Background: an optimization exercise with open tools, aiming at small area. Do not read the settings as production practice. Function was checked by simulation only, so behaviour that the tests miss may differ from the original. Power and IR drop assume default switching activity.

==> flow/design.v (excerpt) <==
module ats_timer_array #(
    parameter int unsigned NUM_CLOCKS = 16,
    parameter int unsigned NUM_ALARMS = 24,
    parameter int unsigned CNT_W      = 16,
    parameter int unsigned PULSE_LEN  = 2
) (
    input  logic                  clk,
    input  logic                  reset,
    input  logic                  cmd_valid,
    output logic                  cmd_ready,
    input  logic [31:0]           cmd_data,
    output logic                  rsp_valid,
    output logic                  rsp_ack,
    output logic [NUM_ALARMS-1:0] alarm_pulse,
    output logic [NUM_ALARMS-1:0] alarm_pending,
    input  logic [NUM_ALARMS-1:0] pend_clr,
    output logic                  irq
);
For scale: roughly 5200 cells after synthesis, about 50000 sq um of cells after synthesis.
export LEC_CHECK = 0
export ABC_AREA = 1
export CAP_MARGIN = 20
export CORE_MARGIN = 2
export CORE_UTILIZATION = 45
export CTS_BUF_LIST = sky130_fd_sc_hd__clkbuf_8
export CTS_CLUSTER_DIAMETER = 50
export CTS_CLUSTER_SIZE = 12
export PLACE_DENSITY = 0.6
export SLEW_MARGIN = 20
create_clock -name core_clock -period 9.0 [get_ports {clk}]
standard.sh (not shown) runs the stock make flow with config.mk's settings and CLKGATE_MAP_FILE= SYNTH_SCRIPT=/design/flow/synth_recipe.tcl, a recipe that flattens the netlist after the stock synthesis.
==> flow/flow/run.sh <==
#!/bin/bash
# Layout flow: the standard synthesis, then the combinational logic is
# re-mapped for area by ABC (registers, adder cells and tie cells are kept as
# standard synthesis made them), then the standard layout from floorplan on.
set -euo pipefail
here=$(pwd)
fl=$here/flow
res=$here/orfs/results/$FLOW_PLATFORM/ats_timer_array/base
lib=$FLOW_HOME/platforms/$FLOW_PLATFORM/lib/sky130_fd_sc_hd__tt_025C_1v80.lib

bash standard.sh synth > synth.log 2>&1

cp $res/1_2_yosys.v $here/1_2_yosys.standard.v
REMAP_IN=$here/1_2_yosys.standard.v REMAP_OUT=$here/1_2_yosys.remap.v \
REMAP_LIB=$lib REMAP_TOP=$FLOW_TOP REMAP_DONT_USE="$(cat $fl/dont_use.txt)" \
REMAP_SCRIPT=$fl/remap.abc \
  yosys -c $fl/remap.tcl > remap.log 2>&1
cp $here/1_2_yosys.remap.v $res/1_2_yosys.v
rm -f $res/1_synth.odb $res/1_synth.sdc

bash standard.sh \
  "CTS_ARGS=-sink_clustering_enable -repair_clock_nets -sink_clustering_size 12 -sink_clustering_max_diameter 50 -buf_list sky130_fd_sc_hd__clkbuf_8 -dont_use_dummy_load" \
  "RECOVER_POWER=100" "GPL_KEEP_OVERFLOW=0" "BUFFER_PORTS_ARGS=-buffer_cell sky130_fd_sc_hd__buf_2" \
  finish > layout.log 2>&1
Other scripts of this flow, unchanged in this note and not shown: flow/flow/dont_use.txt, flow/flow/remap.abc, flow/flow/remap.tcl
The first run finished but fails on capacitance limit, slew limit.
Change:
--- a/flow/flow/run.sh
+++ b/flow/flow/run.sh
@@ -22,3 +22,2 @@
   "CTS_ARGS=-sink_clustering_enable -repair_clock_nets -sink_clustering_size 12 -sink_clustering_max_diameter 50 -buf_list sky130_fd_sc_hd__clkbuf_8 -dont_use_dummy_load" \
-  "RECOVER_POWER=100" "GPL_KEEP_OVERFLOW=0" "BUFFER_PORTS_ARGS=-buffer_cell sky130_fd_sc_hd__buf_2" \
   finish > layout.log 2>&1
- CORE_UTILIZATION: 45 -> 20
- CTS_BUF_LIST: sky130_fd_sc_hd__clkbuf_8 -> default
- CTS_CLUSTER_DIAMETER: 50 -> default
- CTS_CLUSTER_SIZE: 12 -> default
- PLACE_DENSITY: 0.6 -> 0.28
What happened: The new run passed the timing, design-rule and antenna checks. Sequential share of layout area came out lower by 3.1 points. Synthesized area is unchanged. Core utilization falls by 27 points. Hold slack loses 0.0033 ns. Die area grows by 120%.
Change:
--- a/flow/flow/run.sh
+++ b/flow/flow/run.sh
@@ -22,2 +22,3 @@
   "CTS_ARGS=-sink_clustering_enable -repair_clock_nets -sink_clustering_size 12 -sink_clustering_max_diameter 50 -buf_list sky130_fd_sc_hd__clkbuf_8 -dont_use_dummy_load" \
+  "RECOVER_POWER=100" "BUFFER_PORTS_ARGS=-buffer_cell sky130_fd_sc_hd__buf_2" \
   finish > layout.log 2>&1
- CORE_UTILIZATION: 20 -> 45
- CTS_BUF_LIST: default -> sky130_fd_sc_hd__clkbuf_8
- CTS_CLUSTER_DIAMETER: default -> 50
- CTS_CLUSTER_SIZE: default -> 12
- PLACE_DENSITY: 0.28 -> 0.6
Effect:
- With this change the flow reached the layout checks and failed them: capacitance limit, slew limit
- flip-flop and latch count stays the same
- cell count drops by 22%
- via count stays flat
- design area is lower by 8.5%
- combinational power fell by 5.7%
- critical path depth is higher by 1
- total power fell by 11%
Change:
--- a/flow/flow/run.sh
+++ b/flow/flow/run.sh
@@ -22,3 +22,2 @@
   "CTS_ARGS=-sink_clustering_enable -repair_clock_nets -sink_clustering_size 12 -sink_clustering_max_diameter 50 -buf_list sky130_fd_sc_hd__clkbuf_8 -dont_use_dummy_load" \
-  "RECOVER_POWER=100" "BUFFER_PORTS_ARGS=-buffer_cell sky130_fd_sc_hd__buf_2" \
   finish > layout.log 2>&1
The new run finished with timing, DRC and antenna clean.
Register-to-register slack loses 0.02 ns.
Die area does not change.
Utilization goes up by 0.83 points.
Global-route usage goes up by 0.76 points.
Power goes up by 2.2%.
Sequential share of layout area goes down by 0.50 points.
Critical path depth goes up by 3.
Non-clock buffer count goes up by 19.
Design area goes up by 1.5%.
Clock power goes up by 7.7%.

* * *

Setup of old:
ats_timer_array, a different RTL version from the one above (not shown whole).
For scale: ~110 I/O pins, roughly 49000 µm² of cells after synthesis.
==> flow/design.v (excerpt) <==
module ats_timer_array #(
    parameter int unsigned NUM_CLOCKS = 16,
    parameter int unsigned NUM_ALARMS = 24,
    parameter int unsigned CNT_W      = 16,
    parameter int unsigned PULSE_LEN  = 2
) (
    input  logic                  clk,
    input  logic                  reset,
    input  logic                  cmd_valid,
    output logic                  cmd_ready,
    input  logic [31:0]           cmd_data,
    output logic                  rsp_valid,
    output logic                  rsp_ack,
    output logic [NUM_ALARMS-1:0] alarm_pulse,
    output logic [NUM_ALARMS-1:0] alarm_pending,
    input  logic [NUM_ALARMS-1:0] pend_clr,
    output logic                  irq
);
clock: 9.0 ns
lec_check: 0
abc_area: 1
cap_margin: 20
core_margin: 2
core_utilization: 55
cts_buf_list: sky130_fd_sc_hd__clkbuf_8
cts_cluster_diameter: 50
cts_cluster_size: 12
place_density: 0.7
slew_margin: 20
tns_end_percent: 20
==> flow/flow/run.sh <==
#!/bin/bash
# Layout flow:
#  1. the standard synthesis, run on the design with the RTL bodies of the
#     two arithmetic helper modules (ats_timer_array_dsum, _cnext) replaced by
#     the cell-level versions in cells.v (same ports, same function; they hold
#     no registers, so the registers are those of the standard synthesis);
#  2. the rest of the combinational logic re-mapped for area by ABC (registers,
#     adder cells, tie cells and the helper modules' cells are kept as they are),
#     with a few ABC scripts, keeping the smallest result;
#  3. the standard layout from floorplan on, with the clock tree built from
#     clkbuf_8 without dummy loads.
set -euo pipefail
here=$(pwd)
fl=$here/flow
res=$here/orfs/results/$FLOW_PLATFORM/ats_timer_array/base
lib=$FLOW_HOME/platforms/$FLOW_PLATFORM/lib/sky130_fd_sc_hd__tt_025C_1v80.lib

python3 $fl/swap.py $FLOW_DESIGN $fl/cells.v $here/design_cells.v > swap.log 2>&1
bash standard.sh VERILOG_FILES=$here/design_cells.v synth > synth.log 2>&1

cp $res/1_2_yosys.v $here/1_2_yosys.standard.v
outs=""
for s in $fl/remap_*.abc; do
  n=$(basename $s .abc)
  REMAP_IN=$here/1_2_yosys.standard.v REMAP_OUT=$here/1_2_yosys.$n.v \
  REMAP_LIB=$lib REMAP_TOP=$FLOW_TOP REMAP_DONT_USE="$(cat $fl/dont_use.txt)" \
  REMAP_SCRIPT=$s REMAP_KEEP='*u_*' REMAP_KEEP_CELLS=$fl/keep_cells.v \
    yosys -c $fl/remap.tcl > $n.log 2>&1 &
  outs="$outs $here/1_2_yosys.$n.v"
done
wait
best=$(python3 $fl/pick.py $outs 2> pick.log)
echo "picked $best" >> pick.log
cp $best $res/1_2_yosys.v
rm -f $res/1_synth.odb $res/1_synth.sdc

bash standard.sh VERILOG_FILES=$here/design_cells.v \
  "CTS_ARGS=-sink_clustering_enable -repair_clock_nets -sink_clustering_size 16 -sink_clustering_max_diameter 70 -buf_list sky130_fd_sc_hd__clkbuf_8 -dont_use_dummy_load" \
  "BUFFER_PORTS_ARGS=-buffer_cell sky130_fd_sc_hd__buf_1" \
  finish > layout.log 2>&1
Other scripts of this flow, unchanged in this note and not shown: flow/flow/cells.v, flow/flow/dont_use.txt, flow/flow/keep_cells.v, flow/flow/pick.py, flow/flow/remap.tcl, flow/flow/remap_n4.abc, flow/flow/remap_p3.abc, flow/flow/remap_p6.abc, flow/flow/remap_q1.abc, flow/flow/remap_q3.abc, flow/flow/swap.py
The inputs of new differ from those of old as listed below.
Settings: clearing TNS_END_PERCENT, which used to be 20.
Findings:
- On remaining max-slew budget at the tightest pin, old tracks new almost exactly.
- On count of flip-flops and latches, old tracks new almost exactly.
- Compared with old, in new post-layout instance count excluding filler cells ~0 delta, power ~0 delta, CTS sink count ~0 delta.

* * *

== ember ==
The RTL this note starts from:
==> flow/design.v <==
module ats_timer_array #(
    parameter int unsigned NUM_CLOCKS = 16,
    parameter int unsigned NUM_ALARMS = 24,
    parameter int unsigned CNT_W      = 16,
    parameter int unsigned PULSE_LEN  = 2
) (
    input  logic                  clk,
    input  logic                  reset,
    input  logic                  cmd_valid,
    output logic                  cmd_ready,
    input  logic [31:0]           cmd_data,
    output logic                  rsp_valid,
    output logic                  rsp_ack,
    output logic [NUM_ALARMS-1:0] alarm_pulse,
    output logic [NUM_ALARMS-1:0] alarm_pending,
    input  logic [NUM_ALARMS-1:0] pend_clr,
    output logic                  irq
);
    localparam int NC = 16;
    localparam int NA = 24;
    localparam int W  = 16;
    localparam logic [2:0] OP_NOP     = 3'b000;
    localparam logic [2:0] OP_SET_CLK = 3'b001;
    localparam logic [2:0] OP_CLK_EN  = 3'b010;
    localparam logic [2:0] OP_MODE    = 3'b011;
    localparam logic [2:0] OP_SET_ALM = 3'b101;
    localparam logic [2:0] OP_SET_TMR = 3'b110;
    localparam logic [2:0] OP_ALM_EN  = 3'b111;
    logic [2:0]   pre;
    logic         active, clk_lock, alm_lock;
    logic [W-1:0] cnt   [NC];
    logic [1:0]   rate  [NC];
    logic [NC-1:0] clk_en;
    logic [W-1:0] dst  [NA];
    logic [3:0]   aclk  [NA];
    logic [NA-1:0] alm_en, alm_rep, pc;
    logic [NA-1:0] pend;          
    logic         wl_q;           
    logic         rst_q;          
    logic [W-1:0] xd;
    logic [2:0]   op;
    logic [3:0]   c_idx, ref_clk;
    logic [4:0]   a_idx;
    logic [W-1:0] cmd_val;
    logic         cmd_ok, cmd_acc, cmd_do;
    assign op      = cmd_data[31:29];
    assign c_idx   = cmd_data[28:25];
    assign a_idx   = cmd_data[28:24];
    assign ref_clk = cmd_data[19:16];
    assign cmd_val = cmd_data[W-1:0];
    assign cmd_acc = cmd_valid && cmd_ready;
    assign cmd_do  = cmd_acc && cmd_ok && !reset;
    logic a_idx_ok;
    assign a_idx_ok = (a_idx < 5'd24);
    always_comb begin
        case (op)
            OP_NOP, OP_MODE:       cmd_ok = 1'b1;
            OP_SET_CLK, OP_CLK_EN: cmd_ok = !clk_lock;
            OP_SET_TMR:            cmd_ok = a_idx_ok && !alm_lock && (cmd_val != '0);
            OP_SET_ALM, OP_ALM_EN: cmd_ok = a_idx_ok && !alm_lock;
            default:               cmd_ok = 1'b0;
        endcase
    end
    logic do_setclk, do_clken, do_mode, do_alm, do_almld;
    assign do_setclk = cmd_do && (op == OP_SET_CLK);
    assign do_clken  = cmd_do && (op == OP_CLK_EN);
    assign do_mode   = cmd_do && (op == OP_MODE);
    assign do_alm    = cmd_do && op[2];
    assign do_almld  = do_alm && (op[1:0] != 2'b11);
    logic [2:0]    pre_d;
    logic          active_d;
    logic [3:0]    tick_d;
    logic [1:0]    rate_d [NC];
    logic [NC-1:0] clk_step, clk_set, en_d, step_d;
    assign pre_d    = reset ? 3'd0 : (active ? pre + 3'd1 : pre);
    assign active_d = reset || (do_mode ? cmd_data[28] : active);
    assign tick_d   = {&pre_d, &pre_d[1:0], pre_d[0], 1'b1};
    always_comb begin
        for (int c = 0; c < NC; c++) begin
            clk_set[c] = do_setclk && (c_idx == 4'(c));
            if (reset) begin
                rate_d[c] = '0;
                en_d[c]   = 1'b0;
            end else if (clk_set[c]) begin
                rate_d[c] = cmd_data[23:22];
                en_d[c]   = 1'b1;
            end else begin
                rate_d[c] = rate[c];
                en_d[c]   = (do_clken && (c_idx == 4'(c))) ? cmd_data[23] : clk_en[c];
            end
            step_d[c] = active_d && en_d[c] && tick_d[rate_d[c]];
        end
    end
    logic [3:0]   msel;
    logic [W-1:0] mcnt, sub_b, x, xr;
    logic         x_cin;
    assign msel  = op[2] ? ref_clk : c_idx;
    always_comb begin
        mcnt = '0;
        for (int c = 0; c < NC; c++)
            if (msel == 4'(c)) mcnt = cnt[c];
    end
    assign sub_b = (op[2:1] == 2'b11) ? '0 : mcnt;
    assign x_cin = !clk_step[msel];
    assign x     = cmd_val + ~sub_b + W'(x_cin);
    assign xr    = reset ? '0 : (op[2] ? x : ~x);
    logic [NA-1:0] fire, wr;
    logic [W-1:0]  xdn;
    assign xdn = ~xd;
    for (genvar i = 0; i < NA; i++) begin : g_alm
        logic         nst, ld, pw, pa, fe;
        logic [3:0]   aclk_d;
        logic [W-1:0] sum;
        assign aclk_d = reset ? 4'd0 :
                        (wr[i] && (op[1:0] != 2'b11)) ? ref_clk : aclk[i];
        assign pw    = wl_q && pend[i];
        assign pa    = pend[i];
        assign ld    = do_setclk && (aclk[i] == c_idx);
        assign wr[i] = do_alm && (a_idx == 5'(i));
        assign fe = alm_en[i] && !nst && !ld && !wr[i];
        ats_timer_array_dsum u_sum (
            .d(dst[i]), .xdn(xdn), .pw(pw), .pa(pa), .nst(nst), .fe(fe),
            .sum(sum), .fire(fire[i])
        );
        always_ff @(posedge clk) begin
            dst[i]  <= sum;
            aclk[i] <= aclk_d;
            nst     <= !step_d[aclk_d];
            if (reset) begin
                alm_en[i]  <= 1'b0;
                alm_rep[i] <= 1'b0;
            end else if (wr[i]) begin
                if (op[1:0] != 2'b11) begin
                    alm_en[i]  <= 1'b1;
                    alm_rep[i] <= !op[1] && cmd_data[23];
                end else begin
                    alm_en[i]  <= cmd_data[23];
                end
            end else if (fire[i] && !alm_rep[i]) begin
                alm_en[i] <= 1'b0;
            end
            pc[i]          <= !reset && fire[i];
            pend[i]        <= reset || ld || (do_almld && (a_idx == 5'(i)));
            alarm_pulse[i] <= !reset && (fire[i] || (pc[i] && !wr[i]));
            if (reset)              alarm_pending[i] <= 1'b0;
            else if (fire[i])       alarm_pending[i] <= 1'b1;
            else if (pend_clr[i])   alarm_pending[i] <= 1'b0;
        end
    end
    logic [W-1:0] valr;
    assign valr = reset ? '0 : cmd_val;
    for (genvar c = 0; c < NC; c++) begin : g_clk
        logic [W-1:0] cnt_d;
        ats_timer_array_cnext u_next (
            .cnt(cnt[c]), .step(clk_step[c]), .ld(reset || clk_set[c]),
            .val(valr), .nxt(cnt_d)
        );
        always_ff @(posedge clk) begin
            cnt[c]      <= cnt_d;
            rate[c]     <= rate_d[c];
            clk_en[c]   <= en_d[c];
            clk_step[c] <= step_d[c];
        end
    end
    always_ff @(posedge clk) begin
        pre    <= pre_d;
        active <= active_d;
        if (reset) begin
            clk_lock  <= 1'b0;
            alm_lock  <= 1'b0;
            rsp_valid <= 1'b0;
            rsp_ack   <= 1'b0;
        end else begin
            rsp_valid <= cmd_acc;
            rsp_ack   <= cmd_acc && cmd_ok;
            if (do_mode) begin
                clk_lock <= cmd_data[27];
                alm_lock <= cmd_data[26];
            end
        end
        rst_q  <= reset;
        wl_q   <= reset || do_almld;
        xd     <= xr;
    end
    assign irq       = |alarm_pending;
    assign cmd_ready = !rst_q;
endmodule
module ats_timer_array_dsum (
    input  logic [15:0] d,
    input  logic [15:0] xdn,
    input  logic        pw,
    input  logic        pa,
    input  logic        nst,
    input  logic        fe,
    output logic [15:0] sum,
    output logic        fire
);
    logic [16:0] cy;
    logic [15:0] opa, opb;
    assign cy[0] = nst;
    for (genvar b = 0; b < 16; b++) begin : g_fa
        assign opa[b]  = d[b] || pw;
        assign opb[b]  = !(xdn[b] && pa);
        assign sum[b]  = opa[b] ^ opb[b] ^ cy[b];
        assign cy[b+1] = (opa[b] & opb[b]) | (cy[b] & (opa[b] ^ opb[b]));
    end
    assign fire = fe && (sum == '0);
endmodule
module ats_timer_array_cnext (
    input  logic [15:0] cnt,
    input  logic        step,
    input  logic        ld,
    input  logic [15:0] val,
    output logic [15:0] nxt
);
    logic [16:0] ic;
    assign ic[0] = step;
    for (genvar b = 0; b < 16; b++) begin : g_inc
        assign nxt[b]   = ld ? val[b] : (cnt[b] ^ ic[b]);
        assign ic[b+1]  = cnt[b] & ic[b];
    end
endmodule
Settings: LEC_CHECK=0, ABC_AREA=1, CAP_MARGIN=20, CORE_MARGIN=2, CORE_UTILIZATION=55, CTS_BUF_LIST=sky130_fd_sc_hd__clkbuf_8, CTS_CLUSTER_DIAMETER=50, CTS_CLUSTER_SIZE=12, PLACE_DENSITY=0.7, SLEW_MARGIN=20; clock period 9.0 ns.
==> flow/flow/run.sh <==
#!/bin/bash
# Layout flow:
#  1. the standard synthesis, run on the design with the RTL bodies of the
#     two arithmetic helper modules (ats_timer_array_dsum, _cnext) replaced by
#     the cell-level versions in cells.v (same ports, same function; they hold
#     no registers, so the registers are those of the standard synthesis);
#  2. the rest of the combinational logic re-mapped for area by ABC (registers,
#     adder cells, tie cells and the helper modules' cells are kept as they are),
#     with a few ABC scripts, keeping the smallest result;
#  3. the standard layout from floorplan on, with the clock tree built from
#     clkbuf_8 without dummy loads.
set -euo pipefail
here=$(pwd)
fl=$here/flow
res=$here/orfs/results/$FLOW_PLATFORM/ats_timer_array/base
lib=$FLOW_HOME/platforms/$FLOW_PLATFORM/lib/sky130_fd_sc_hd__tt_025C_1v80.lib

python3 $fl/swap.py $FLOW_DESIGN $fl/cells.v $here/design_cells.v > swap.log 2>&1
bash standard.sh VERILOG_FILES=$here/design_cells.v synth > synth.log 2>&1

cp $res/1_2_yosys.v $here/1_2_yosys.standard.v
outs=""
for s in $fl/remap_*.abc; do
  n=$(basename $s .abc)
  REMAP_IN=$here/1_2_yosys.standard.v REMAP_OUT=$here/1_2_yosys.$n.v \
  REMAP_LIB=$lib REMAP_TOP=$FLOW_TOP REMAP_DONT_USE="$(cat $fl/dont_use.txt)" \
  REMAP_SCRIPT=$s REMAP_KEEP='*u_*' REMAP_KEEP_CELLS=$fl/keep_cells.v \
    yosys -c $fl/remap.tcl > $n.log 2>&1 &
  outs="$outs $here/1_2_yosys.$n.v"
done
wait
best=$(python3 $fl/pick.py $outs 2> pick.log)
echo "picked $best" >> pick.log
cp $best $res/1_2_yosys.v
rm -f $res/1_synth.odb $res/1_synth.sdc

bash standard.sh VERILOG_FILES=$here/design_cells.v \
  "CTS_ARGS=-sink_clustering_enable -repair_clock_nets -sink_clustering_size 10 -sink_clustering_max_diameter 45 -buf_list sky130_fd_sc_hd__clkbuf_4 -dont_use_dummy_load" \
  "BUFFER_PORTS_ARGS=-buffer_cell sky130_fd_sc_hd__buf_1" \
  finish > layout.log 2>&1
Other scripts of this flow, unchanged in this note and not shown: flow/flow/cells.v, flow/flow/dont_use.txt, flow/flow/keep_cells.v, flow/flow/pick.py, flow/flow/remap.tcl, flow/flow/remap_n4.abc, flow/flow/remap_p3.abc, flow/flow/remap_p6.abc, flow/flow/remap_q1.abc, flow/flow/remap_q3.abc, flow/flow/swap.py
ember finished every stage and its layout cleared the timing, design-rule and antenna checks.
[inputs] nickel vs ember
-- flow/flow/run.sh --
<<< ember, line 37
bash standard.sh VERILOG_FILES=$here/design_cells.v \
  "CTS_ARGS=-sink_clustering_enable -repair_clock_nets -sink_clustering_size 10 -sink_clustering_max_diameter 45 -buf_list sky130_fd_sc_hd__clkbuf_4 -dont_use_dummy_load" \
  "BUFFER_PORTS_ARGS=-buffer_cell sky130_fd_sc_hd__buf_1" \
>>> nickel, line 37
bash standard.sh VERILOG_FILES=$here/design_cells.v \
  "CTS_ARGS=-sink_clustering_enable -repair_clock_nets -sink_clustering_size 16 -sink_clustering_max_diameter 70 -buf_list sky130_fd_sc_hd__clkbuf_8 -dont_use_dummy_load" \
  "BUFFER_PORTS_ARGS=-buffer_cell sky130_fd_sc_hd__buf_1" \
-- flow/config.mk --
<<< ember, line 14
export CTS_CLUSTER_SIZE = 12
export PLACE_DENSITY = 0.7
export SLEW_MARGIN = 20
>>> nickel, line 14
export CTS_CLUSTER_SIZE = 12
export PLACE_DENSITY = 0.62
export SLEW_MARGIN = 20
[summary]
- Against ember as the reference, nickel delivers a lower minimum clock period after layout.
- Summary of nickel over ember: required arrival time at the worst endpoint lower, maximum VDD drop +23%, global-route track usage on met1 picked up an extra 2.8 points.
- Final weighted congestion in routability-driven placement in nickel is 4.6% below ember.
- Side by side, worst slack at placement turned out higher in nickel than in ember.
- On number of input and output port buffers inserted, nickel tracks ember almost exactly.
- Total power (lower): nickel
- NOTE: total wire length in nickel exceeds that of ember
- Global-route wire length before repair for nickel is higher than for ember.
- Sequential cell area share essentially unchanged between ember and nickel.
For raven, these inputs were changed with respect to nickel:
-- flow/flow/run.sh --
<<< nickel, line 37
bash standard.sh VERILOG_FILES=$here/design_cells.v \
  "CTS_ARGS=-sink_clustering_enable -repair_clock_nets -sink_clustering_size 16 -sink_clustering_max_diameter 70 -buf_list sky130_fd_sc_hd__clkbuf_8 -dont_use_dummy_load" \
  "BUFFER_PORTS_ARGS=-buffer_cell sky130_fd_sc_hd__buf_1" \
>>> raven, line 37
bash standard.sh VERILOG_FILES=$here/design_cells.v \
  "CTS_ARGS=-sink_clustering_enable -repair_clock_nets -sink_clustering_size 24 -sink_clustering_max_diameter 80 -buf_list sky130_fd_sc_hd__clkbuf_16 -dont_use_dummy_load" \
  "BUFFER_PORTS_ARGS=-buffer_cell sky130_fd_sc_hd__buf_1" \
-- flow/config.mk --
<<< nickel, line 14
export CTS_CLUSTER_SIZE = 12
export PLACE_DENSITY = 0.62
export SLEW_MARGIN = 20
>>> raven, line 14
export CTS_CLUSTER_SIZE = 12
export PLACE_DENSITY = 0.7
export SLEW_MARGIN = 20
### Flow results
nickel → raven: area of the die was more or less identical; internal power component climbed about 4%; filler cell count in the final layout decreased 205; final design area excluding fillers saw an increase.
#### Input delta (juniper over raven)
-- flow/flow/run.sh --
<<< raven, line 37
bash standard.sh VERILOG_FILES=$here/design_cells.v \
  "CTS_ARGS=-sink_clustering_enable -repair_clock_nets -sink_clustering_size 24 -sink_clustering_max_diameter 80 -buf_list sky130_fd_sc_hd__clkbuf_16 -dont_use_dummy_load" \
  "BUFFER_PORTS_ARGS=-buffer_cell sky130_fd_sc_hd__buf_1" \
>>> juniper, line 37
bash standard.sh VERILOG_FILES=$here/design_cells.v \
  "CTS_ARGS=-sink_clustering_enable -repair_clock_nets -sink_clustering_size 16 -sink_clustering_max_diameter 70 -buf_list sky130_fd_sc_hd__clkbuf_8 -dont_use_dummy_load" \
  "BUFFER_PORTS_ARGS=-buffer_cell sky130_fd_sc_hd__buf_1" \
==> comparison <==
- juniper finished every step from synthesis to the final layout, and the layout passed the timing, design-rule and antenna checks.
- juniper ended up with a higher sequential group share of total power than raven did.
- Via count normalized by instance count: juniper vs raven — no meaningful difference
- The wire length reported for juniper is greater than that of raven by 0.36%.
- The minimum clock period after layout of juniper is higher than that of raven.
- juniper ended up with wl_q as its critical path launch point; raven ended up with pend[12].
- Diff raven -> juniper: power share of the combinational group higher, critical path depth higher, number of cell instances on the worst register-to-register path higher, clock buffer count in the final layout higher, insertion delay to the later sink of the worst-skew pair higher.

static timing again, ports no longer ideal:
The flow's constraints put no driver on any port. The routed layouts listed below were extracted and timed again, unchanged, in two steps.
Step 1: set_driving_cell puts a clkbuf_16 on clk and a buf_2 on each other input, an assumption about the parent block.
Step 2 adds t to the input delays and takes it off the output delays; t is the mean of the earliest and latest rising clock arrival at the registers after step 1. Input paths then give back, and output paths get back, about the clock's delay inside the block.
a / b / c = ideal / step 1 / step 2; a / b = the first two.
| run | t, ns | slack for setup (ns) | hold slack, ns | clock arrival spread, ns |
|---|---|---|---|---|
| the first run of note 1 | 0.863 | 0.219 / 0.219 / -0.242 | 0.429 / 0.429 / 0.429 | 0.079 / 0.080 |
| the second run of note 1 | 0.997 | 0.260 / 0.260 / -0.005 | 0.425 / 0.425 / 0.425 | 0.132 / 0.131 |
| the third run of note 1 | 0.851 | 0.238 / 0.238 / 0.238 | 0.432 / 0.432 / 0.432 | 0.070 / 0.071 |
| the fourth run of note 1 | 0.875 | 0.220 / 0.220 / 0.220 | 0.432 / 0.432 / 0.432 | 0.093 / 0.093 |
| old | 0.762 | 0.251 / 0.251 / 0.251 | 0.458 / 0.458 / 0.458 | 0.071 / 0.071 |
| new | 0.762 | 0.251 / 0.251 / 0.251 | 0.458 / 0.458 / 0.458 | 0.071 / 0.071 |
| ember | 1.117 | 0.342 / 0.342 / 0.342 | 0.437 / 0.437 / 0.437 | 0.133 / 0.133 |
| nickel | 0.784 | 0.352 / 0.352 / 0.352 | 0.436 / 0.436 / 0.436 | 0.046 / 0.047 |
| raven | 0.693 | 0.386 / 0.386 / 0.386 | 0.435 / 0.435 / 0.435 | 0.067 / 0.067 |
| juniper | 0.774 | 0.367 / 0.367 / 0.367 | 0.437 / 0.437 / 0.437 | 0.084 / 0.084 |
For the first run of note 1, which loses most, drivers alone change the setup slack by 0.000 ns; drivers and shift together by -0.461 ns.
